Background: an optimization exercise with open tools, aiming at small area. Do not read the settings as production practice.
In this exercise RTL edits were held to simulation tests only and were not proved equivalent to the original.
Power is estimated from default activity; no workload was simulated.

### design.v
package cache_cmd_pkg;
  localparam logic [3:0] CMD_READ      = 4'd0;
  localparam logic [3:0] CMD_WRITE     = 4'd1;
  localparam logic [3:0] CMD_INVAL     = 4'd3;   
  localparam logic [3:0] CMD_SNOOP_RFO = 4'd4;   
  localparam logic [3:0] CMD_CLEAR     = 4'd8;
  localparam int REQ_BITS = 4 + 32;
endpackage
package cache_line_pkg;
  localparam logic [1:0] MODIFIED  = 2'd0;
  localparam logic [1:0] EXCLUSIVE = 2'd1;
  localparam logic [1:0] SHARED    = 2'd2;
  localparam logic [1:0] INVALID   = 2'd3;
  localparam int EV_RD    = 4;
  localparam int EV_WR    = 3;
  localparam int EV_HIT   = 2;
  localparam int EV_MISS  = 1;
  localparam int EV_WBACK = 0;
endpackage
module cache_top (
  input  logic        Clock,
  input  logic        reset,
  input  logic        psel,
  input  logic        penable,
  input  logic        pwrite,
  input  logic [7:0]  paddr,
  input  logic [31:0] pwdata,
  output logic [31:0] prdata,
  output logic        pready,
  output logic        pslverr
);
  localparam logic [1:0] MODIFIED  = cache_line_pkg::MODIFIED;
  localparam logic [1:0] EXCLUSIVE = cache_line_pkg::EXCLUSIVE;
  localparam logic [1:0] SHARED    = cache_line_pkg::SHARED;
  localparam logic [1:0] INVALID   = cache_line_pkg::INVALID;
  logic [31:0]           addr_q;
  logic [5:0]            tidx;     
  logic                  swp;      
  logic [3:0]            ph;       
  logic [2:0]            cpos;     
  logic                  cclr;     
  logic                  hit_a;    
  logic                  free_a;
  logic [1:0]            cw;       
  logic [1:0]            cs;       
  logic [63:0][23:0]     ring;     
  logic [4:0][15:0]      cring;
  logic       access;
  logic [3:0] cmd;
  logic       c_rd, c_wr, c_inv, c_snp, c_clr, c_rw, cmd_ok;
  logic       a_addr, a_cmd, a_probe, a_cnt;
  logic [2:0] cnt_idx;
  logic [3:0] aset;
  logic [21:0] atag;
  assign access  = psel && penable;
  assign cmd     = pwdata[3:0];
  assign c_rd    = (cmd == cache_cmd_pkg::CMD_READ);
  assign c_wr    = (cmd == cache_cmd_pkg::CMD_WRITE);
  assign c_inv   = (cmd == cache_cmd_pkg::CMD_INVAL);
  assign c_snp   = (cmd == cache_cmd_pkg::CMD_SNOOP_RFO);
  assign c_clr   = (cmd == cache_cmd_pkg::CMD_CLEAR);
  assign c_rw    = c_rd || c_wr;
  assign cmd_ok  = c_rw || c_inv || c_snp || c_clr;
  assign a_addr  = (paddr == 8'h00);
  assign a_cmd   = (paddr == 8'h04);
  assign a_probe = (paddr == 8'h08);
  assign a_cnt   = (paddr == 8'h10) || (paddr == 8'h14) || (paddr == 8'h18) ||
                   (paddr == 8'h1C) || (paddr == 8'h20);
  assign cnt_idx = paddr[5] ? 3'd4 : {1'b0, paddr[3:2]};
  assign aset    = addr_q[9:6];
  assign atag    = addr_q[31:10];
  logic start, scan, first, apply, win;
  logic scan_req;
  assign scan_req = access && (pwrite ? (a_cmd && (c_rw || c_inv || c_snp)) : a_probe);
  assign start    = (ph == 4'd0) && scan_req && (tidx == {aset, 2'b00});
  assign first    = (ph == 4'd0);
  assign scan     = start || (ph != 4'd0 && ph < 4'd4);
  assign apply    = pwrite && (ph[3:2] == 2'b01);    
  assign win      = pwrite && (ph[3] || ph[2]);      
  always_ff @(posedge Clock or posedge reset)
  begin
    if (reset)
      ph <= '0;
    else if (start)
      ph <= 4'd1;
    else if (ph != 4'd0)
    begin
      if (ph == 4'd8 || (ph == 4'd4 && !pwrite))
        ph <= '0;
      else
        ph <= ph + 1'b1;
    end
  end
  always_ff @(posedge Clock or posedge reset)
  begin
    if (reset)
    begin
      tidx <= 6'd4;
      swp  <= 1'b1;
    end
    else
    begin
      tidx <= tidx + 1'b1;
      if (tidx == 6'd3)    
        swp <= access && pwrite && a_cmd && c_clr;
    end
  end
  logic [21:0] ttag;
  logic [1:0]  tw, tst;
  logic        stale_t;
  logic        match, h, fr;
  assign tw      = tidx[1:0];
  assign stale_t = swp && (tidx[5:2] != 4'd0);
  assign ttag    = ring[59][23:2];
  assign tst     = stale_t ? INVALID : ring[59][1:0];
  assign match   = (tst != INVALID) && (ttag == atag);
  assign h       = !first && hit_a;
  assign fr      = !first && free_a;
  always_ff @(posedge Clock)
  begin
    if (scan)
    begin
      if (first || match || (!h && !fr && tst == INVALID))
      begin
        cw <= tw;
        cs <= tst;
      end
      hit_a  <= h || match;
      free_a <= fr || (tst == INVALID);
    end
  end
  logic [21:0] ftag, gtag, ntag;
  logic [1:0]  fw, fst, gst, nst;
  logic        touch;
  assign fw     = tidx[1:0];
  assign ftag   = ring[63][23:2];
  assign fst    = swp ? INVALID : ring[63][1:0];
  assign gtag   = ring[62][23:2];
  assign gst    = swp ? INVALID : ring[62][1:0];
  assign touch  = c_rw || hit_a;
  always_comb
  begin
    ntag = ftag;
    nst  = fst;
    if (apply && touch && fw >= cw)
    begin
      if (fw != 2'd3)
      begin
        ntag = gtag;
        nst  = gst;
      end
      else
      begin
        ntag = atag;
        if (c_wr)
          nst = MODIFIED;
        else if (c_rd)
          nst = !hit_a ? EXCLUSIVE : (cs == EXCLUSIVE) ? SHARED : cs;
        else
          nst = INVALID;
      end
    end
  end
  always_ff @(posedge Clock)
    ring <= {ring[62:0], {ntag, nst}};
  logic [15:0] head, cnew;
  logic        ev, inc;
  assign head = cring[4];
  always_comb
  begin
    case (cpos)
      3'd0:    ev = c_rd;
      3'd1:    ev = c_wr;
      3'd2:    ev = c_rw && hit_a;
      3'd3:    ev = c_rw && !hit_a;
      default: ev = (cs == MODIFIED) && (c_rw ? !hit_a : (c_inv && hit_a));
    endcase
  end
  assign inc  = win && ev && (head != 16'hFFFF);
  assign cnew = cclr ? 16'd0 : head + {15'd0, inc};
  always_ff @(posedge Clock)
    cring <= {cring[3:0], cnew};
  always_ff @(posedge Clock or posedge reset)
  begin
    if (reset)
    begin
      cpos <= '0;
      cclr <= 1'b1;
    end
    else
    begin
      cpos <= (cpos == 3'd4) ? 3'd0 : cpos + 1'b1;
      if (cpos == 3'd4)
        cclr <= 1'b0;
    end
  end
  always_ff @(posedge Clock or posedge reset)
  begin
    if (reset)
      addr_q <= '0;
    else if (access && pwrite && a_addr)
      addr_q <= pwdata;
  end
  always_comb
  begin
    pready  = 1'b1;
    pslverr = 1'b0;
    if (pwrite)
    begin
      if (a_cmd && cmd_ok)
        pready = c_clr ? (tidx == 6'd3) : (ph == 4'd8);
      else if (!a_addr)
        pslverr = 1'b1;
    end
    else
    begin
      if (a_probe)
        pready = (ph == 4'd4);
      else if (a_cnt)
        pready = (cpos == cnt_idx) && !cclr;
      else if (!a_addr)
        pslverr = 1'b1;
    end
  end
  always_comb
  begin
    if (!paddr[3] && !paddr[4] && !paddr[5])
      prdata = addr_q;
    else if (paddr[3] && !paddr[4])
      prdata = {30'd0, hit_a ? cs : INVALID};
    else
      prdata = {16'd0, head};
  end
endmodule
### flow/run.sh
#!/bin/bash
# Standard layout with custom CTS arguments and small port buffers.
set -euo pipefail
export CTS_ARGS="-sink_clustering_enable -repair_clock_nets -dont_use_dummy_load -sink_clustering_size 11 -sink_clustering_max_diameter 50 -buf_list {sky130_fd_sc_hd__clkbuf_4}"
export BUFFER_PORTS_ARGS="-buffer_cell sky130_fd_sc_hd__buf_1"
bash standard.sh > standard.log 2>&1
### standard.sh
#!/bin/bash
# synth_recipe.tcl (not shown) runs the flow's synth.tcl, then flattens the netlist and writes it again
# the make line also repeats each setting of config.mk as NAME=value (left out here)
make -C /OpenROAD-flow-scripts/flow DESIGN_CONFIG=/design/flow/config.mk WORK_HOME=/design/flow/orfs CLKGATE_MAP_FILE= SYNTH_SCRIPT=/design/flow/synth_recipe.tcl "${@:-finish}"
### config.mk
export PLATFORM = sky130hd
export DESIGN_NAME = cache_top
export DESIGN_NICKNAME = cache_top
export VERILOG_FILES = /design/flow/design.v
export SDC_FILE = /design/flow/constraint.sdc
export NUM_CORES = 4
export LEC_CHECK = 0
export CAP_MARGIN = 20
export CORE_MARGIN = 2
export CORE_UTILIZATION = 60
export PLACE_DENSITY = 0.75
export SLEW_MARGIN = 20
### constraint.sdc
create_clock -name core_clock -period 9.0 [get_ports {Clock}]
set_input_delay 1.8000 -clock core_clock [delete_from_list [all_inputs] [get_ports {Clock}]]
set_output_delay 1.8000 -clock core_clock [all_outputs]
set_load 0.01 [all_outputs]
==> impl_metrics.yaml, run 1 <==
grt:
  grt_pass1_vias: 14700
  grt_pass1_wl_mm: 75.8
  grt_use_total: 0.155
  grt_max_degree: 48
  antenna_found_initial: 2
  grt-ovfl-total: 0
timing:
  period_needed_ns: 5.32
  rsz0062_at_grt: "no"
  fin_crit_sh: 0.591
  max_freq_mhz: 188
  clock_skew_ns: 0.0576
  hold_slack_ns: 0.284
  slew_headroom: 0.376
  hold_violations: 0
  setup_viol_count_final: 0
  worstMarginPinSlew_ns: 0.928
  maxSlewViolCount: 0
  final.setup.tns_ns: 0
flow_run:
  maxCapViolCount: 0
placement:
  dp_cells: 2899
  io_buffers: 78
  place_congestion: 0.850
  place_hpwl_mm: 25.6
layout:
  fin_nets: 2347
  stdcell_count: 3075
  register_area_um2: 33700
  multi_input_area_um2: 2510
  fillers: 4147
  drive_gt1_frac: 0.0879
  area_delta_synth_final_pct: 6.91
setup_path:
  crit_fanout: 31
  critPathCaptureType: "output pin"
  cp_data_arrival_time_ns: 3.52
  critPathKind: "input port to output pin"
  required_ns: 7.20
  r2r_cells: 13
  critPathLaunchType: "input port"
synth:
  synth_fp_nets: 2114
  synth-seq-area-share: 0.927
  synth_async_sr_flop_share: 0.0282
  yosysTopAreaCellShare: 0.889
  synth_flop_cell: "dfxtp_1"
  synth.top_cells.by_area: "dfxtp_1 (89%), dfrtp_1 (3.0%), mux2_1 (0.68%), mux2i_1 (0.66%), xor2_1 (0.60%)"
  syn_area_um2: 36400
  yosys.area.top_type: "dfxtp_1"
  synth_common_cells: "dfxtp_1 (1,616), nor2_1 (48), dfrtp_1 (44), a21oi_1 (36), xor2_1 (25)"
  postSynthCellCount: 2056
  synth_cell_types: 50
  synth-seq-cells: 1669
  yosysMostFrequentCell: "dfxtp_1"
  ys_warn_count: 1
  synth-edff-count: 6
  avgSynthCellArea_um2: 17.7
clock_network:
  clkLatencyLatePin_ns: 1.02
  path_clk_slew_ns: 0.10
  ctsHoldBuffers: 0
  numCtsBuffers: 170
  cts_resized: 0
  htreeDepth: 4
  cts_buffer_depth: 3
  clock-sinks: 1669
  cts_tree: "done"
  cts_setup_buffers: 0
  root_buffer: "clkbuf_4"
routing:
  drc: 0
  vias: 13800
  dr.pass1.iters: 5
  drt_first_iter_violations: 658
  wl_mm: 46.0
  wire_per_inst_um: 15.0
  drt-vias-per-instance: 4.50
  drtAntennaViolNets: 0
floorplan:
  rows: 90
  dieWidth_um: 250
  start_util: 0.605
  dieArea_um2: 62600
  ios: 79
  core_area_um2: 60100
  dieHeight_um: 250
worst_hold_path:
  holdPathStages: 0
  hp-class: "register to register"
power:
  ir_drop_uv: 153
  power_density_nw_per_um2: 286
  p_leak_uw: 0.0157
run_status:
  status: "finished clean"
-- cell families (layout without fill, tap and decap cells) --
family          Yosys count  count (layout)  synth area share
simple gates            152             152            0.0223
other cells               0               6                 0
mux                      57              57            0.0168
buf+inv                  40             271           0.00468
xor+xnor                 46              46            0.0111
fa+ha+maj                13              13           0.00447
compound gates           79              79            0.0139
flops                  1669            1669             0.927
-- layout make-up --
| cell class | count | share of cell area |
|---|---|---|
| Multi-Input combinational cell | 347 | 0.0645 |
| Inverter | 18 | 0.00174 |
| Sequential cell | 1669 | 0.867 |
| Clock buffer | 170 | 0.0328 |
| Timing Repair Buffer | 83 | 0.00849 |
| Tap cell | 782 | 0.0252 |
| Antenna cell | 6 | 0.000386 |
-- registers in the layout, summed over array words and instances, names as in the netlist --
name / flops
free_a: 1
cring: 80
cs: 2
cpos: 3
ph: 4
ring: 1536
addr_q: 32
hit_a: 1
swp: 1
cw: 2
tidx: 6
cclr: 1
-- path summary, 6_finish.rpt --
check                          start          to  slack, ns
max                         paddr[3]     pslverr       3.68
min                        ring[134]   ring[158]       0.28
max reg2reg                  cpos[0]   cring[14]       5.87
min reg2reg                ring[134]   ring[158]       0.28
max in group asynchronous      reset   addr_q[2]       7.45
min in group asynchronous      reset  addr_q[25]       0.97
-- report_power, final --
| group | switching (µW) | total, µW | leakage [µW] | internal [µW] |
|---|---|---|---|---|
| Sequential | 159 | 8090 | 0.0137 | 7930 |
| Combinational | 103 | 160 | 0.00116 | 56.8 |
| Clock | 1990 | 2860 | 0.000782 | 873 |
-- stage by stage --
| step | setup slack [ns] | utilization | cell area [µm²] | power [µW] |
|---|---|---|---|---|
| floorplan | 4.35 | - | 36400 | 8280 |
| global placement | 3.75 | 0.625 | 37600 | 8390 |
| detailed placement | 3.66 | 0.625 | 37600 | 8400 |
| CTS | 3.66 | 0.646 | 38900 | 11200 |
| global route | 3.55 | 0.647 | 38900 | 11600 |
| finish | 3.68 | 0.647 | 38900 | 11100 |
-- cell usage in the layout (no fill, tap or decap), drive strengths merged, types with 9 or more instances in the layout --
cell and instances:
a21oi 36, a22o 15, and2 16, buf 83, clkbuf 170, dfrtp 44
dfxtp 1616, ha 13, inv 18, mux2 33, mux2i 24, nand2 25
nand3 13, nand4 9, nor2 48, xnor2 21, xor2 25
-- routing by layer --
layer / global-route usage / wire, µm / up-vias
met5: 0 / 0 / -
met4: 0.0780 / 1470 / 0
met3: 0.0455 / 2650 / 113
met2: 0.214 / 18800 / 304
met1: 0.223 / 23000 / 6455
li1: - / - / 6960
-- worst max-delay path, cell delays in order --
cell,delay (ns)
buf_1,0.16
nor3_4,0.55
buf_4,0.49
nand2_1,0.18
nor2_1,0.13
a21oi_1,0.06
buf_1,0.14
==> inputs of run 2 (changes only) <==
==> flow/run.sh (replaced) <==
#!/bin/bash
# Standard layout with custom CTS arguments and small port buffers.
set -euo pipefail
export CTS_ARGS="-sink_clustering_enable -repair_clock_nets -dont_use_dummy_load -sink_clustering_size 12 -sink_clustering_max_diameter 50 -buf_list {sky130_fd_sc_hd__clkbuf_4}"
export BUFFER_PORTS_ARGS="-buffer_cell sky130_fd_sc_hd__buf_1"
bash standard.sh > standard.log 2>&1
==> run 2 against run 1 <==
Effect of this change:
- register-to-register slack worse by 0.03 ns
- highest routed layer unchanged
- critical path type unchanged
- total power is 0.77% lower
- synthesized cell count stayed put
- sequential share of layout area is 0.22 points higher
- largest power group unchanged
- via count decreased by 0.55%
- first-iteration DRC count is 6.8% lower
==> impl_metrics.yaml, run 2 <==
grt:
  grt_use_total: 0.153
  grt-ovfl-total: 0
  antenna_found_initial: 2
  grt_pass1_vias: 14500
  grt_max_degree: 48
  grt_pass1_wl_mm: 74.8
setup_path:
  r2r_cells: 12
  worstReg2RegEnd: "cring[14]"
  crit_slowest_cell: "nor3_4"
  cp.depth: 7
  path_delay_family: "simple AND/OR/NAND/NOR gates"
  crit_top_cell: "buf_1"
  crit-reg2reg-launch: "cpos[0]"
  crit_fanout: 31
  critPathKind: "input port to output pin"
  cp_cell_sequence: "buf_1 -> nor3_4 -> buf_4 -> nand2_1 -> nor2_1 -> a21oi_1 -> buf_1"
  r2r_setup_slack_ns: 5.84
  critPathLaunchType: "input port"
  cp_data_arrival_time_ns: 3.52
  critPathCaptureType: "output pin"
  worstPathBufferInverterCount: 3
  required_ns: 7.20
  max_stage_delay_ns: 0.53
worst_hold_path:
  holdPathStages: 0
  hp-class: "register to register"
  min_from: "ring[1273]"
  whs_endpoint: "ring[1297]"
timing:
  worstMarginPinSlew_ns: 0.918
  hold_violations: 0
  fin_crit_sh: 0.591
  maxSlewViolCount: 0
  final.setup.tns_ns: 0
  max_freq_mhz: 188
  hold_slack_ns: 0.285
  period_needed_ns: 5.32
  slew_headroom: 0.383
  setup_viol_count_final: 0
  rsz0062_at_grt: "no"
  clock_skew_ns: 0.0766
clock_network:
  htreeDepth: 4
  cts_setup_buffers: 0
  path_clk_slew_ns: 0.11
  cts_tree: "done"
  clock-sinks: 1669
  cts_resized: 0
  numCtsBuffers: 158
  ctsHoldBuffers: 0
  root_buffer: "clkbuf_4"
  cts_buffer_depth: 3
  clkLatencyLatePin_ns: 0.97
placement:
  place_congestion: 0.850
  io_buffers: 78
  place_hpwl_mm: 25.6
synth:
  synth_flop_cell: "dfxtp_1"
  synth_async_sr_flop_share: 0.0282
  avgSynthCellArea_um2: 17.7
  synth_common_cells: "dfxtp_1 (1,616), nor2_1 (48), dfrtp_1 (44), a21oi_1 (36), xor2_1 (25)"
  synth-edff-count: 6
  synth_fp_nets: 2114
  synth-seq-area-share: 0.927
  yosys.area.top_type: "dfxtp_1"
  ys_warn_count: 1
  synth_cell_types: 50
  yosysMostFrequentCell: "dfxtp_1"
  synth-seq-cells: 1669
  syn_area_um2: 36400
  yosysTopAreaCellShare: 0.889
  synth.top_cells.by_area: "dfxtp_1 (89%), dfrtp_1 (3.0%), mux2_1 (0.68%), mux2i_1 (0.66%), xor2_1 (0.60%)"
  postSynthCellCount: 2056
layout:
  mostFrequentLayoutCell: "dfxtp_1"
  multi_input_area_um2: 2510
  register_area_um2: 33700
  reg_top3: "ring: 1536 flops, cring: 80 flops, addr_q: 32 flops"
  regMostFlops: "ring"
  area_delta_synth_final_pct: 6.64
  layout_common_cells: "dfxtp_1 (1,616), clkbuf_4 (158), buf_1 (78), nor2_1 (47), dfrtp_1 (44)"
  drive_gt1_frac: 0.0831
  fin_nets: 2335
  largest_reg_flops: 1536
  fillers: 4123
routing:
  wl_mm: 45.7
  drt-vias-per-instance: 4.50
  drtAntennaViolNets: 0
  wire_per_inst_um: 14.9
  drt_first_iter_violations: 613
  vias: 13800
  dr.pass1.iters: 4
  drc: 0
floorplan:
  core_area_um2: 60100
  dieArea_um2: 62600
  rows: 90
  start_util: 0.605
  dieWidth_um: 250
  ios: 79
  dieHeight_um: 250
run_status:
  status: "finished clean"
power:
  p_leak_uw: 0.0156
  power_density_nw_per_um2: 284
  ir_drop_uv: 136
flow_run:
  maxCapViolCount: 0
## run 2: cell counts after synthesis
No cell type changed its count.
## run 2: worst max path at each step
stage	from	to	slack (ns)
floorplan	pwdata[0]	pready	4.35
global placement	paddr[3]	pslverr	3.75
detailed placement	paddr[3]	pslverr	3.66
CTS	paddr[3]	pslverr	3.66
global route	paddr[3]	pslverr	3.55
finish	paddr[3]	pslverr	3.68
## run 2: area by class of cell
type	instances	share of cell area
Antenna cell	3	0.000194
Clock buffer	158	0.0306
Inverter	18	0.00174
Multi-Input combinational cell	347	0.0646
Sequential cell	1669	0.869
Tap cell	782	0.0252
Timing Repair Buffer	83	0.00852
## run 2: through the flow
| step | area [µm²] | power, µW | utilization | setup slack, ns | instances |
|---|---|---|---|---|---|
| detailed placement | 37600 | 8400 | 0.625 | 3.66 | 2899 |
| finish | 38800 | 11000 | 0.645 | 3.68 | 3060 |
| global route | 38800 | 11500 | 0.645 | 3.55 | 3060 |
| global placement | 37600 | 8390 | 0.625 | 3.75 | 2899 |
| CTS | 38800 | 11200 | 0.645 | 3.66 | 3057 |
| floorplan | 36400 | 8280 | - | 4.35 | 2056 |
## run 2: power breakdown
| part | internal, µW | switching [µW] | total, µW |
|---|---|---|---|
| combinational | 56.8 | 103 | 159 |
| sequential | 7930 | 158 | 8090 |
| clock | 814 | 1960 | 2780 |
## run 2: kinds of logic (layout without fill, tap and decap cells)
group,Yosys count,in the layout,synth area share
mux,57,57,0.0168
other cells,0,3,0
fa+ha+maj,13,13,0.00447
flops,1669,1669,0.927
buf+inv,40,259,0.00468
xor+xnor,46,46,0.0111
compound gates,79,79,0.0139
simple gates,152,152,0.0223
## run 2: metal layers
layer	routed length, µm	part of all wire	track usage	vias to the layer above
met4	1360	0.030	0.0736	0
met2	18700	0.41	0.212	272
met3	2470	0.054	0.0424	102
met5	0	0	0	-
met1	23100	0.51	0.222	6442
li1	-	-	-	6940
==> inputs of run 3 (changes only) <==
--- a/design.v
+++ b/design.v
@@ -41,5 +41,4 @@
   logic                  cclr;     
   logic                  hit_a;    
-  logic                  free_a;
   logic [1:0]            cw;       
   logic [1:0]            cs;       
@@ -109,5 +108,5 @@
   logic [1:0]  tw, tst;
   logic        stale_t;
-  logic        match, h, fr;
+  logic        match, h;
   assign tw      = tidx[1:0];
   assign stale_t = swp && (tidx[5:2] != 4'd0);
@@ -116,10 +115,9 @@
   assign match   = (tst != INVALID) && (ttag == atag);
   assign h       = !first && hit_a;
-  assign fr      = !first && free_a;
   always_ff @(posedge Clock)
   begin
     if (scan)
     begin
-      if (first || match || (!h && !fr && tst == INVALID))
+      if (first || match || (!h && tst == INVALID))
       begin
         cw <= tw;
@@ -127,5 +125,4 @@
       end
       hit_a  <= h || match;
-      free_a <= fr || (tst == INVALID);
     end
   end
==> run 3 against run 2 <==
Effect of this change:
- core utilization is 0.071 points lower
- sequential power grew 3.2%
- non-clock buffer count shrank 1
- count of clock-buffer cells in the layout unchanged
- design area fell by 0.11%
- largest power group unchanged
- maximum frequency grew 3.2%
- register-to-register slack better by 0.18 ns
==> impl_metrics.yaml, run 3 <==
layout:
  area_delta_synth_final_pct: 6.54
  layout_common_cells: "dfxtp_1 (1,616), clkbuf_4 (158), buf_1 (78), nor2_1 (45), dfrtp_1 (44)"
  mostFrequentLayoutCell: "dfxtp_1"
  stdcell_count: 3051
  fillers: 4108
  drive_gt1_frac: 0.0922
  reg_top3: "ring: 1536 flops, cring: 80 flops, addr_q: 32 flops"
  multi_input_area_um2: 2500
  fin_util: 0.644
  largest_reg_flops: 1536
  fin_nets: 2327
  regMostFlops: "ring"
  register_area_um2: 33700
placement:
  place_hpwl_mm: 26.3
  dp_slack_ns: 3.88
  dp_cells: 2891
  io_buffers: 78
  place_congestion: 0.816
floorplan:
  rows: 90
  dieWidth_um: 250
  dieHeight_um: 250
  dieArea_um2: 62600
  core_area_um2: 60100
  start_util: 0.605
  ios: 79
synth:
  synth-edff-count: 5
  ys_warn_count: 1
  synth-seq-cells: 1668
  synth_cell_types: 58
  avgSynthCellArea_um2: 17.7
  synth_fp_nets: 2109
  syn_area_um2: 36400
  synth_common_cells: "dfxtp_1 (1,616), nor2_1 (45), dfrtp_1 (44), a21oi_1 (35), mux2_2 (29)"
  postSynthCellCount: 2051
  yosysTopAreaCellShare: 0.890
  synth_flop_cell: "dfxtp_1"
  synth-seq-area-share: 0.926
  yosysMostFrequentCell: "dfxtp_1"
  yosys.area.top_type: "dfxtp_1"
  synth_async_sr_flop_share: 0.0282
  synth.top_cells.by_area: "dfxtp_1 (89%), dfrtp_1 (3.0%), mux2_2 (0.90%), mux2i_1 (0.69%), xor2_1 (0.60%)"
power:
  p_sw_frac: 0.202
  p_switching_uw: 2280
  p_comb_frac: 0.016
  ir_drop_uv: 154
  seq_power_share: 0.739
  p_leak_uw: 0.0156
  clock_power_share: 0.245
  p_int_uw: 9020
  power_density_nw_per_um2: 291
clock_network:
  htreeDepth: 4
  clock-sinks: 1668
  path_clk_slew_ns: 0.12
  numCtsBuffers: 158
  clkLatencyLatePin_ns: 0.99
  cts_setup_buffers: 0
  ctsHoldBuffers: 0
  cts_tree: "done"
  cts_resized: 0
  cts_buffer_depth: 3
  root_buffer: "clkbuf_4"
routing:
  vias: 13800
  dr.pass1.iters: 5
  drt_first_iter_violations: 573
  drtAntennaViolNets: 0
  wire_per_inst_um: 15.0
  drc: 0
  wl_mm: 45.9
  drt-vias-per-instance: 4.51
timing:
  hold_slack_ns: 0.220
  period_needed_ns: 5.15
  maxSlewViolCount: 0
  setup_ws_ns: 3.85
  slew_headroom: 0.449
  worstMarginPinSlew_ns: 0.824
  max_freq_mhz: 194
  hold_violations: 0
  clock_skew_ns: 0.108
  fin_crit_sh: 0.572
  rsz0062_at_grt: "no"
  setup_viol_count_final: 0
  final.setup.tns_ns: 0
grt:
  antenna_found_initial: 3
  grt-ovfl-total: 0
  grt_pass1_wl_mm: 75.0
  grt_max_degree: 48
  grt_use_total: 0.153
  grt_pass1_vias: 14400
setup_path:
  cp_data_arrival_time_ns: 3.35
  crit_start: "paddr[3]"
  required_ns: 7.20
  worstReg2RegEnd: "cring[14]"
  r2r_cells: 13
  crit_fanout: 37
  critPathCaptureType: "output pin"
  critPathLaunchType: "input port"
  critPathKind: "input port to output pin"
  r2r_setup_slack_ns: 6.02
  crit-reg2reg-launch: "cpos[0]"
flow_run:
  maxCapViolCount: 0
worst_hold_path:
  whs_endpoint: "ring[1500]"
  hp-class: "register to register"
  min_from: "ring[1476]"
  holdPathStages: 0
run_status:
  status: "finished clean"
-- run 3: cell types whose count changed in the layout (fill, tap and decap cells not counted), moves of 2 or more --
cell,delta
nor4_1,+2
nor2_1,-2
mux2_1,-18
or2b_1,+2
nand2_1,-6
mux2_2,+18
nand2b_1,-2
nand4_1,-2
nand3_1,+3
-- run 3: layer usage --
metal  up-vias  part of all wire  global-route usage
met1      6464              0.53               0.228
met3       105             0.051              0.0448
met4         0             0.027              0.0678
met2       282              0.40               0.207
met5         -                 0                   0
li1       6903                 -                   -
-- run 3: power by group through the flow --
stage	Sequential, µW	Clock [µW]	Combinational [µW]
CTS	8360	2900	178
detailed placement	8510	0	176
floorplan	8410	0	129
global placement	8500	0	170
finish	8350	2770	178
global route	8430	3180	200
-- run 3: cell families after synthesis --
family,synth area share
flip-flops,0.926
AND/OR/NAND/NOR,0.0220
AO/OA/AOI/OAI,0.0138
multiplexers,0.0171
XOR/XNOR,0.0111
buffers and inverters,0.00544
adder cells (fa/ha/maj),0.00447
-- run 3: cell type report --
class                           instances  area share
Multi-Input combinational cell        341      0.0646
Sequential cell                      1668       0.869
Inverter                               18     0.00181
Antenna cell                            2    0.000129
Clock buffer                          158      0.0306
Timing Repair Buffer                   82     0.00833
Tap cell                              782      0.0253
-- run 3: worst max-delay path by stage --
stage               slack [ns]  depth (start not counted)  endpoint
floorplan                 4.36                          5    pready
global placement          3.93                          7    pready
detailed placement        3.88                          7    pready
CTS                       3.88                          7    pready
global route              3.63                          7    pready
finish                    3.85                          7    pready
-- run 3: critical path, stage by stage --
cell and delay, ns:
buf_1 0.15, nor3_4 0.19, buf_4 0.45, nand3_1 0.18, o21ai_0 0.28, nand3_1 0.13, buf_1 0.16
-- run 3: metrics by stage --
step	instance area, µm²	total power (µW)
2_1_floorplan	36400	8540
3_3_place_gp	37600	8670
3_5_place_dp	37600	8680
4_1_cts	38700	11400
5_1_grt	38700	11800
6_report	38700	11300
==> inputs of run 4 (changes only) <==
==> flow/run.sh (replaced) <==
#!/bin/bash
# Standard layout with custom CTS arguments and small port buffers.
set -euo pipefail
export CTS_ARGS="-sink_clustering_enable -repair_clock_nets -dont_use_dummy_load -sink_clustering_size 12 -sink_clustering_max_diameter 40 -buf_list {sky130_fd_sc_hd__clkbuf_4}"
export BUFFER_PORTS_ARGS="-buffer_cell sky130_fd_sc_hd__buf_1"
bash standard.sh > standard.log 2>&1
--- a/config.mk
+++ b/config.mk
@@ -8,5 +8,5 @@
 export CAP_MARGIN = 20
 export CORE_MARGIN = 2
-export CORE_UTILIZATION = 60
-export PLACE_DENSITY = 0.75
+export CORE_UTILIZATION = 55
+export PLACE_DENSITY = 0.7
 export SLEW_MARGIN = 20
==> run 4 against run 3 <==
Effect of this change:
- still clean on timing, DRC and antenna
- setup slack worse by 0.051 ns
- register-to-register slack worse by 0.11 ns
- flip-flop and latch count stayed put
- routed wire length is 1.2% lower
==> impl_metrics.yaml, run 4 <==
run_status:
  status: "finished clean"
placement:
  dpl_cell_area_um2: 37700
  place_congestion: 0.840
  io_buffers: 78
  dp_cells: 2974
  dp_slack_ns: 3.80
  place_hpwl_mm: 25.0
synth:
  synth_cell_types: 58
  muxShareOfSynthArea: 0.0171
  yosys.area.top_type: "dfxtp_1"
  synth-edff-count: 5
  synth_fa_ha_area_frac: 0.00447
  synth_async_sr_flop_share: 0.0282
  avgSynthCellArea_um2: 17.7
  synth_common_cells: "dfxtp_1 (1,616), nor2_1 (45), dfrtp_1 (44), a21oi_1 (35), mux2_2 (29)"
  yosysMostFrequentCell: "dfxtp_1"
  synth_fp_nets: 2109
  synth_top_family_by_area: "simple AND/OR/NAND/NOR gates"
  synth-seq-cells: 1668
  ys_warn_count: 1
  synth.top_cells.by_area: "dfxtp_1 (89%), dfrtp_1 (3.0%), mux2_2 (0.90%), mux2i_1 (0.69%), xor2_1 (0.60%)"
  synth-seq-area-share: 0.926
  synth_compound_area_frac: 0.0138
  postSynthCellCount: 2051
  synth_flop_cell: "dfxtp_1"
  syn_area_um2: 36400
  synth-xor-area-share: 0.0111
  yosys.area_share.simple: 0.0220
  yosysTopAreaCellShare: 0.890
routing:
  dr.pass1.iters: 5
  wl_mm: 45.3
  drt-vias-per-instance: 4.40
  drt_first_iter_violations: 696
  drtAntennaViolNets: 0
  vias: 13800
  drc: 0
  wire_per_inst_um: 14.4
clock_network:
  cts_tree: "done"
  ctsHoldBuffers: 0
  cts_resized: 0
  clkLatencyLatePin_ns: 1.00
  htreeDepth: 4
  root_buffer: "clkbuf_4"
  clock-sinks: 1668
  cts_buffer_depth: 3
  cts_setup_buffers: 0
  path_clk_slew_ns: 0.12
  numCtsBuffers: 162
timing:
  slew_headroom: 0.412
  clock_skew_ns: 0.0764
  fin_crit_sh: 0.578
  setup_viol_count_final: 0
  period_needed_ns: 5.20
  rsz0062_at_grt: "no"
  max_freq_mhz: 192
  hold_violations: 0
  worstMarginPinSlew_ns: 0.874
  maxSlewViolCount: 0
  final.setup.tns_ns: 0
  setup_ws_ns: 3.80
  hold_slack_ns: 0.267
layout:
  reg_top3: "ring: 1536 flops, cring: 80 flops, addr_q: 32 flops"
  largest_reg_flops: 1536
  layout_common_cells: "dfxtp_1 (1,616), clkbuf_4 (162), buf_1 (78), nor2_1 (45), dfrtp_1 (44)"
  multi_input_area_um2: 2500
  design_area_um2: 38900
  mostFrequentLayoutCell: "dfxtp_1"
  area_delta_synth_final_pct: 6.98
  register_area_um2: 33700
  drive_gt1_frac: 0.0942
  regMostFlops: "ring"
  fillers: 4827
  fin_nets: 2332
  stdcell_count: 3146
setup_path:
  cp_data_arrival_time_ns: 3.40
  critPathCaptureType: "output pin"
  worstReg2RegEnd: "cring[14]"
  critPathKind: "input port to output pin"
  required_ns: 7.20
  crit_fanout: 39
  max_stage_delay_ns: 0.49
  worstPathBufferInverterCount: 3
  path_delay_family: "buffers and inverters"
  critPathLaunchType: "input port"
  r2r_setup_slack_ns: 5.91
  cp_cell_sequence: "buf_1 -> nor3_4 -> buf_4 -> nand3_1 -> o21ai_0 -> nand3_1 -> buf_1"
  crit_slowest_cell: "buf_4"
  crit-reg2reg-launch: "cpos[1]"
  r2r_cells: 12
worst_hold_path:
  whs_endpoint: "ring[846]"
  hp-class: "register to register"
  holdPathStages: 0
  min_from: "ring[822]"
floorplan:
  dieArea_um2: 68200
  core_area_um2: 65600
  ios: 79
  rows: 94
  dieHeight_um: 261
  dieWidth_um: 261
  start_util: 0.554
grt:
  grt_pass1_wl_mm: 74.0
  grt-ovfl-total: 0
  grt_pass1_vias: 14300
  grt_use_total: 0.139
  grt_max_degree: 48
  antenna_found_initial: 2
power:
  p_leak_uw: 0.0157
  ir_drop_uv: 122
  power_density_nw_per_um2: 291
flow_run:
  maxCapViolCount: 0
-- run 4: cell counts after synthesis --
Identical to the previous run, type by type.
-- run 4: report_power, final --
part | leakage, µW | switching, µW | total (µW) | internal (µW)
clock | 0.000745 | 1960 | 2790 | 834
sequential | 0.0138 | 206 | 8340 | 8140
combinational | 0.00115 | 112 | 176 | 64.3
total | 0.0157 | 2280 | 11300 | 9040
-- run 4: cell type report --
class                           count  area share
Antenna cell                       10    0.000643
Timing Repair Buffer               83     0.00849
Multi-Input combinational cell    341      0.0643
Tap cell                          864      0.0278
Inverter                           18     0.00174
Sequential cell                  1668       0.866
Clock buffer                      162      0.0313
-- run 4: worst max-delay path by stage --
stage / startpoint / endpoint / depth (start not counted)
6_report: paddr[3] / pready / 7
5_1_grt: paddr[3] / pready / 7
4_1_cts: paddr[3] / pready / 7
3_5_place_dp: paddr[3] / pready / 7
3_3_place_gp: paddr[3] / pslverr / 7
2_1_floorplan: pwdata[0] / pready / 5
-- run 4: cells by family after synthesis --
group | after synthesis
flops | 1668
simple gates | 147
compound gates | 77
mux | 58
xor+xnor | 46
buf+inv | 42
fa+ha+maj | 13
-- run 4: layer usage --
layer	global-route usage	vias to the layer above	wire length, µm
li1	-	6927	-
met1	0.206	6508	23800
met2	0.185	309	17800
met3	0.0413	97	2610
met4	0.0693	0	1090
met5	0	-	0
-- run 4: stage by stage --
step	util	power [µW]
after floorplan	-	8540
after CTS	0.592	11500
after global placement	0.574	8670
after global routing	0.593	11800
final	0.593	11300
after detailed placement	0.574	8670
==> inputs of run 5 (changes only) <==
==> flow/run.sh (replaced) <==
#!/bin/bash
# Standard layout with custom CTS arguments and small port buffers.
set -euo pipefail
export CTS_ARGS="-sink_clustering_enable -repair_clock_nets -dont_use_dummy_load -sink_clustering_size 24 -sink_clustering_max_diameter 40 -buf_list {sky130_fd_sc_hd__clkbuf_8}"
export BUFFER_PORTS_ARGS="-buffer_cell sky130_fd_sc_hd__buf_1"
bash standard.sh > standard.log 2>&1
==> run 5 against run 4 <==
Effect of this change:
- largest power group unchanged
- cell count is 1.3% lower
- sequential share of layout area shrank 1.2 points
- synthesized cell count is the same
- design area grew 1.4%
==> impl_metrics.yaml, run 5 <==
synth:
  synth-seq-cells: 1668
  synth-edff-count: 5
  synth-xor-area-share: 0.0111
  syn_area_um2: 36400
  synth_async_sr_flop_share: 0.0282
  synth_compound_area_frac: 0.0138
  muxShareOfSynthArea: 0.0171
  yosys.area.top_type: "dfxtp_1"
  synth_common_cells: "dfxtp_1 (1,616), nor2_1 (45), dfrtp_1 (44), a21oi_1 (35), mux2_2 (29)"
  yosysMostFrequentCell: "dfxtp_1"
  synth_fp_nets: 2109
  synth-seq-area-share: 0.926
  synth_top_family_by_area: "simple AND/OR/NAND/NOR gates"
  yosys.area_share.simple: 0.0220
  synth.top_cells.by_area: "dfxtp_1 (89%), dfrtp_1 (3.0%), mux2_2 (0.90%), mux2i_1 (0.69%), xor2_1 (0.60%)"
  avgSynthCellArea_um2: 17.7
  yosysTopAreaCellShare: 0.890
  synth_flop_cell: "dfxtp_1"
  postSynthCellCount: 2051
  synth_cell_types: 58
  ys_warn_count: 1
  synth_fa_ha_area_frac: 0.00447
setup_path:
  r2r_cells: 5
  crit-reg2reg-launch: "addr_q[19]"
  required_ns: 7.20
  r2r_setup_slack_ns: 5.91
  cp_data_arrival_time_ns: 3.39
  crit_fanout: 37
  critPathLaunchType: "input port"
  critPathCaptureType: "output pin"
  critPathKind: "input port to output pin"
  worstPathBufferInverterCount: 3
  cp.depth: 7
  cp_cell_sequence: "buf_1 -> nor3_4 -> buf_4 -> nand3_1 -> o21ai_0 -> nand3_1 -> buf_1"
  worstReg2RegEnd: "cw[0]"
  crit_slowest_cell: "buf_4"
  max_stage_delay_ns: 0.49
  path_delay_family: "buffers and inverters"
clock_network:
  clock-sinks: 1668
  ctsHoldBuffers: 0
  htreeDepth: 4
  cts_resized: 0
  clkLatencyLatePin_ns: 0.78
  cts_buffer_depth: 3
  cts_tree: "done"
  cts_setup_buffers: 0
  numCtsBuffers: 130
  root_buffer: "clkbuf_8"
  path_clk_slew_ns: 0.08
floorplan:
  ios: 79
  dieWidth_um: 261
  start_util: 0.554
  dieHeight_um: 261
  core_area_um2: 65600
  dieArea_um2: 68200
  rows: 94
routing:
  wire_per_inst_um: 14.6
  drc: 0
  dr.pass1.iters: 4
  drt-vias-per-instance: 4.38
  wl_mm: 45.3
  vias: 13600
  drt_first_iter_violations: 751
  drtAntennaViolNets: 0
power:
  p_leak_uw: 0.0159
  power_density_nw_per_um2: 300
  ir_drop_uv: 142
timing:
  clock_skew_ns: 0.0710
  period_needed_ns: 5.19
  hold_slack_ns: 0.274
  rsz0062_at_grt: "no"
  final.setup.tns_ns: 0
  slew_headroom: 0.332
  setup_viol_count_final: 0
  worstMarginPinSlew_ns: 0.993
  maxSlewViolCount: 0
  hold_violations: 0
  fin_crit_sh: 0.577
  max_freq_mhz: 193
run_status:
  status: "finished clean"
layout:
  register_area_um2: 33700
  fin_nets: 2300
  layout_common_cells: "dfxtp_1 (1,616), clkbuf_8 (130), buf_1 (78), nor2_1 (45), dfrtp_1 (44)"
  multi_input_area_um2: 2500
  mostFrequentLayoutCell: "dfxtp_1"
  drive_gt1_frac: 0.0813
  antenna-diode-count: 0
  largest_reg_flops: 1536
  area_delta_synth_final_pct: 8.48
  fin_util: 0.601
  fillers: 4723
  regMostFlops: "ring"
  reg_top3: "ring: 1536 flops, cring: 80 flops, addr_q: 32 flops"
worst_hold_path:
  whs_endpoint: "ring[713]"
  hp-class: "register to register"
  holdPathStages: 0
  min_from: "ring[689]"
grt:
  grt_use_total: 0.138
  grt_pass1_wl_mm: 73.6
  antenna_found_initial: 0
  grt_pass1_vias: 13900
  grt-ovfl-total: 0
  grt_max_degree: 48
flow_run:
  maxCapViolCount: 0
placement:
  io_buffers: 78
  place_congestion: 0.840
  place_hpwl_mm: 25.0
[run 5: cell counts after synthesis]
No cell type changed its count.
[run 5: area by class of cell]
| type | instances | area share |
|---|---|---|
| Inverter | 18 | 0.00171 |
| Timing Repair Buffer | 83 | 0.00837 |
| Clock buffer | 130 | 0.0454 |
| Tap cell | 864 | 0.0274 |
| Sequential cell | 1668 | 0.854 |
| Multi-Input combinational cell | 341 | 0.0634 |
[run 5: worst max path at each step]
stage | startpoint | end | slack, ns
5_1_grt | paddr[3] | pready | 3.64
3_3_place_gp | paddr[3] | pslverr | 3.92
6_report | paddr[3] | pready | 3.81
3_5_place_dp | paddr[3] | pready | 3.80
4_1_cts | paddr[3] | pready | 3.79
2_1_floorplan | pwdata[0] | pready | 4.36
[run 5: report_power, final]
part	internal (µW)	switching [µW]
logic	64.4	111
registers	8140	207
clock network	1300	2010
total	9500	2330
[run 5: kinds of logic (layout without fill, tap and decap cells)]
group,after synthesis,count (layout)
AOI/OAI and AO/OA,77,77
xor gates and xnor gates,46,46
adders and majority gates,13,13
buffers and inverters,42,231
DFF,1668,1668
muxes,58,58
and+or+nand+nor,147,147
[run 5: metrics by stage]
step,setup WS (ns),instance area [µm²],instances,power [µW]
detailed placement,3.80,37700,2974,8670
global placement,3.92,37700,2974,8670
global route,3.64,39500,3104,12300
finish,3.81,39500,3104,11800
floorplan,4.36,36400,2051,8540
CTS,3.79,39500,3104,12000
[run 5: per-layer routing]
metal | track usage | share of wire | routed length [µm]
met5 | 0 | 0 | 0
met3 | 0.0351 | 0.058 | 2600
met1 | 0.207 | 0.52 | 23700
met4 | 0.0652 | 0.026 | 1190
met2 | 0.187 | 0.39 | 17800
[run 5: worst reg2reg max path: cells and delay by family (launching register included)]
family          cells  cell delay (ns)
simple gates        3             1.74
xor+xnor            1             0.21
flops               1             0.46
compound gates      1             0.35

re-timing with driven ports:
No port has a modelled driver above. Below, the same layouts with a new extraction and two added sets of constraints.
Step 1 assumes that a clkbuf_16 drives the clock port and a buf_2 every other input.
Step 2, shift: input delay + t, output delay - t, t = (earliest + latest rising clock arrival at the registers) / 2. This alone moves slack from input paths to output paths.
Three values: no drivers, after step 1, after step 2; two values: the first two.
run | t, ns | setup WS [ns] | latest minus earliest clock arrival (ns) | worst data-port slew with drivers (ns) | pins driven straight from the clock port
run 1 | 1.032 | 3.681 / 3.659 / 3.659 | 0.082 / 0.081 | 0.05 | 1
run 2 | 1.000 | 3.685 / 3.662 / 3.662 | 0.099 / 0.099 | 0.05 | 1
run 3 | 0.982 | 3.850 / 3.825 / 3.825 | 0.129 / 0.129 | 0.12 | 1
run 4 | 1.010 | 3.799 / 3.779 / 3.779 | 0.123 / 0.124 | 0.08 | 1
run 5 | 0.780 | 3.808 / 3.787 / 3.787 | 0.097 / 0.097 | 0.08 | 1
After both steps every run listed still meets setup and hold. For run 3, which loses most, drivers alone change the setup slack by -0.025 ns; drivers and shift together by -0.025 ns.
